From an optimization exercise on the open Yosys and OpenROAD flow, aimed at small area; shortcuts taken in it are not production practice. Function was checked by simulation only, so behaviour that the tests miss may differ from the original.

==> module sram_1r1w_param, before the edit <==
module sram_1r1w_param #(
  parameter int    DATA_WIDTH        = 32,
  parameter int    SIZE              = 64,
  parameter int    ADDR_WIDTH        = (SIZE > 1) ? $clog2(SIZE) : 1,
  parameter        READ_DURING_WRITE = "NEW_DATA",
  parameter int    CLEAR_ON_RESET    = 1
) (
  input  logic                  clk,
  input  logic                  rst_n,
  input  logic                  read_en,
  input  logic [ADDR_WIDTH-1:0] read_addr,
  output logic [DATA_WIDTH-1:0] read_data,
  input  logic                  write_en,
  input  logic [ADDR_WIDTH-1:0] write_addr,
  input  logic [DATA_WIDTH-1:0] write_data,
  output logic                  init_busy
);
  logic [ADDR_WIDTH-1:0]               r_cnt;
  logic [SIZE-1:0][DATA_WIDTH-1:0]     r_mem;
  always_ff @(posedge clk) begin
    if (!rst_n) begin
      r_cnt     <= '0;
      init_busy <= 1'b1;
    end else begin
      r_cnt     <= r_cnt + 1'b1;
      init_busy <= init_busy && (r_cnt != ADDR_WIDTH'(SIZE - 1));
    end
  end
  logic [SIZE-1:0]       w_row_sweep;
  logic [SIZE-1:0]       w_row_wr;
  logic [SIZE-1:0]       w_row_hold;
  logic [SIZE-1:0][DATA_WIDTH-1:0] w_mem_next;
  always_comb begin
    for (int i = 0; i < SIZE; i++) begin
      w_row_sweep[i] = rst_n && init_busy && (r_cnt == ADDR_WIDTH'(i));
      w_row_wr[i]    = rst_n && !init_busy && write_en && (write_addr == ADDR_WIDTH'(i));
      w_row_hold[i]  = !(w_row_sweep[i] || w_row_wr[i]);
    end
  end
  for (genvar i = 0; i < SIZE; i++) begin : g_row
    for (genvar j = 0; j < DATA_WIDTH; j++) begin : g_bit
      sram_1r1w_wbit u_wbit (
        .q(r_mem[i][j]), .hold(w_row_hold[i]), .wr(w_row_wr[i]),
        .d(write_data[j]), .y(w_mem_next[i][j])
      );
    end
  end
  always_ff @(posedge clk) begin
    r_mem <= w_mem_next;
  end
  localparam int c_TERMS  = SIZE + 2;
  localparam int c_GROUPS = (c_TERMS + 2) / 3;
  logic            w_rd;
  logic            w_fwd;
  logic            w_hold;
  logic [c_GROUPS*3-1:0]                 w_term_sel;
  logic [c_GROUPS*3-1:0][DATA_WIDTH-1:0] w_term_dat;
  logic [DATA_WIDTH-1:0][c_GROUPS-1:0]   w_grp_n;
  logic [DATA_WIDTH-1:0]                 w_rd_next;
  assign w_rd   = rst_n && !init_busy && read_en;
  assign w_fwd  = w_rd && write_en && (write_addr == read_addr);
  assign w_hold = rst_n && !w_rd;
  always_comb begin
    w_term_sel = '0;
    w_term_dat = '0;
    for (int i = 0; i < SIZE; i++) begin
      w_term_sel[i] = w_rd && !w_row_wr[i] && (read_addr == ADDR_WIDTH'(i));
      w_term_dat[i] = r_mem[i];
    end
    w_term_sel[SIZE]     = w_fwd;
    w_term_dat[SIZE]     = write_data;
    w_term_sel[SIZE + 1] = w_hold;
    w_term_dat[SIZE + 1] = read_data;
  end
  for (genvar g = 0; g < c_GROUPS; g++) begin : g_grp
    for (genvar j = 0; j < DATA_WIDTH; j++) begin : g_bit
      sram_1r1w_rd3 u_rd3 (
        .sel(w_term_sel[3*g +: 3]),
        .d({w_term_dat[3*g+2][j], w_term_dat[3*g+1][j], w_term_dat[3*g][j]}),
        .y_n(w_grp_n[j][g])
      );
    end
  end
  for (genvar j = 0; j < DATA_WIDTH; j++) begin : g_rdor
    sram_1r1w_rdor u_rdor (.g_n(w_grp_n[j]), .y(w_rd_next[j]));
  end
  always_ff @(posedge clk) begin
    read_data <= w_rd_next;
  end
endmodule
clock: 4.0 ns
lec_check: 0
cap_margin: 10
core_margin: 2
core_utilization: 35
place_density: 0.8
slew_margin: 10
synth_hierarchical: 1
synth_minimum_keep_size: 0
standard.sh (not shown) runs the stock make flow with config.mk's settings and CLKGATE_MAP_FILE= SYNTH_SCRIPT=/design/flow/synth_recipe.tcl, a recipe that flattens the netlist after the stock synthesis.
==> flow/flow/run.sh <==
#!/bin/bash
# Standard ORFS layout (the standard.sh, standard synthesis) with a leaner
# clock tree (larger sink clusters, no dummy loads) and plain buffers on the
# ports. Each ORFS step logs to orfs/logs/; this script's own output goes to
# standard.log.
set -euo pipefail
export CTS_ARGS="-sink_clustering_enable -repair_clock_nets -dont_use_dummy_load -sink_clustering_size 16 -sink_clustering_max_diameter 50 -buf_list {sky130_fd_sc_hd__clkbuf_4 sky130_fd_sc_hd__clkbuf_8}"
export BUFFER_PORTS_ARGS="-buffer_cell sky130_fd_sc_hd__buf_2"
bash standard.sh > standard.log 2>&1
The baseline went through all stages and came out clean.
==> next run, changes <==
--- a/flow/design.v
+++ b/flow/design.v
@@ -6,8 +6,14 @@
   input  logic d,
   output logic y
 );
   assign y = (q & hold) | (d & wr);
+endmodule
+module sram_1r1w_drv (
+  input  logic a_n,
+  output logic y
+);
+  assign y = ~a_n;
 endmodule
 module sram_1r1w_rd3 (
   input  logic [2:0] sel,
   input  logic [2:0] d,
@@ -74,17 +80,23 @@
       init_busy <= init_busy && (r_cnt != ADDR_WIDTH'(SIZE - 1));
     end
   end
   logic [SIZE-1:0]       w_row_sweep;
+  logic [SIZE-1:0]       w_row_wr_n;
+  logic [SIZE-1:0]       w_row_hold_n;
   logic [SIZE-1:0]       w_row_wr;
   logic [SIZE-1:0]       w_row_hold;
   logic [SIZE-1:0][DATA_WIDTH-1:0] w_mem_next;
   always_comb begin
     for (int i = 0; i < SIZE; i++) begin
-      w_row_sweep[i] = rst_n && init_busy && (r_cnt == ADDR_WIDTH'(i));
-      w_row_wr[i]    = rst_n && !init_busy && write_en && (write_addr == ADDR_WIDTH'(i));
-      w_row_hold[i]  = !(w_row_sweep[i] || w_row_wr[i]);
+      w_row_sweep[i]  = rst_n && init_busy && (r_cnt == ADDR_WIDTH'(i));
+      w_row_wr_n[i]   = !(rst_n && !init_busy && write_en && (write_addr == ADDR_WIDTH'(i)));
+      w_row_hold_n[i] = w_row_sweep[i] || !w_row_wr_n[i];
     end
+  end
+  for (genvar i = 0; i < SIZE; i++) begin : g_wdrv
+    sram_1r1w_drv u_wr   (.a_n(w_row_wr_n[i]),   .y(w_row_wr[i]));
+    sram_1r1w_drv u_hold (.a_n(w_row_hold_n[i]), .y(w_row_hold[i]));
   end
   for (genvar i = 0; i < SIZE; i++) begin : g_row
     for (genvar j = 0; j < DATA_WIDTH; j++) begin : g_bit
       sram_1r1w_wbit u_wbit (
@@ -100,26 +112,33 @@
   localparam int c_GROUPS = (c_TERMS + 2) / 3;
   logic            w_rd;
   logic            w_fwd;
   logic            w_hold;
+  logic [c_GROUPS*3-1:0]                 w_term_sel_n;
   logic [c_GROUPS*3-1:0]                 w_term_sel;
   logic [c_GROUPS*3-1:0][DATA_WIDTH-1:0] w_term_dat;
   logic [DATA_WIDTH-1:0][c_GROUPS-1:0]   w_grp_n;
   logic [DATA_WIDTH-1:0]                 w_rd_next;
   assign w_rd   = rst_n && !init_busy && read_en;
   assign w_fwd  = w_rd && write_en && (write_addr == read_addr);
   assign w_hold = rst_n && !w_rd;
   always_comb begin
-    w_term_sel = '0;
-    w_term_dat = '0;
+    w_term_sel_n = '1;
+    w_term_dat   = '0;
     for (int i = 0; i < SIZE; i++) begin
-      w_term_sel[i] = w_rd && !w_row_wr[i] && (read_addr == ADDR_WIDTH'(i));
-      w_term_dat[i] = r_mem[i];
+      w_term_sel_n[i] = !(w_rd && w_row_wr_n[i] && (read_addr == ADDR_WIDTH'(i)));
+      w_term_dat[i]   = r_mem[i];
     end
-    w_term_sel[SIZE]     = w_fwd;
-    w_term_dat[SIZE]     = write_data;
-    w_term_sel[SIZE + 1] = w_hold;
-    w_term_dat[SIZE + 1] = read_data;
+    w_term_sel_n[SIZE]     = !w_fwd;
+    w_term_dat[SIZE]       = write_data;
+    w_term_sel_n[SIZE + 1] = !w_hold;
+    w_term_dat[SIZE + 1]   = read_data;
+  end
+  for (genvar k = 0; k < c_TERMS; k++) begin : g_rdrv
+    sram_1r1w_drv u_sel (.a_n(w_term_sel_n[k]), .y(w_term_sel[k]));
+  end
+  for (genvar k = c_TERMS; k < c_GROUPS*3; k++) begin : g_rpad
+    assign w_term_sel[k] = 1'b0;
   end
   for (genvar g = 0; g < c_GROUPS; g++) begin : g_grp
     for (genvar j = 0; j < DATA_WIDTH; j++) begin : g_bit
       sram_1r1w_rd3 u_rd3 (
Clock-buffer cell count does not change.
Die area went up by about 1.2%.
Area after synthesis went up by about 1.2%.
Final area went up by about 0.4%.
Core utilization went down by 0.33 points.

==> re-timing with driven ports <==
No port has a modelled driver above. Below, the same layouts with a new extraction and two added sets of constraints. Step 1 (the two cells are an assumption about what drives the block):
set clk [get_ports {clk}]
set_driving_cell -lib_cell sky130_fd_sc_hd__clkbuf_16 $clk
set_driving_cell -lib_cell sky130_fd_sc_hd__buf_2 [delete_from_list [all_inputs] $clk]
Step 2 adds t to the input delays and takes it off the output delays; t is the mean of the earliest and latest rising clock arrival at the registers after step 1. Input paths then give back, and output paths get back, about the clock's delay inside the block. Three values: ideal, step 1, step 2; two values: the first two.
| run | shift t [ns] | setup slack, ns | latest minus earliest clock arrival (ns) | worst register clock-pin slew, ns |
|---|---|---|---|---|
| the first run | 1.002 | 0.257 / 0.257 / -0.491 | 0.100 / 0.100 | 0.10 / 0.10 |
| the second run | 1.028 | 0.085 / 0.085 / -0.548 | 0.109 / 0.109 | 0.11 / 0.11 |
With both steps, setup timing fails in the first run and the second run, where it was met with ideal ports. The setup slack of the first run, which loses most, moves by 0.000 ns with the drivers and by -0.748 ns with both steps.
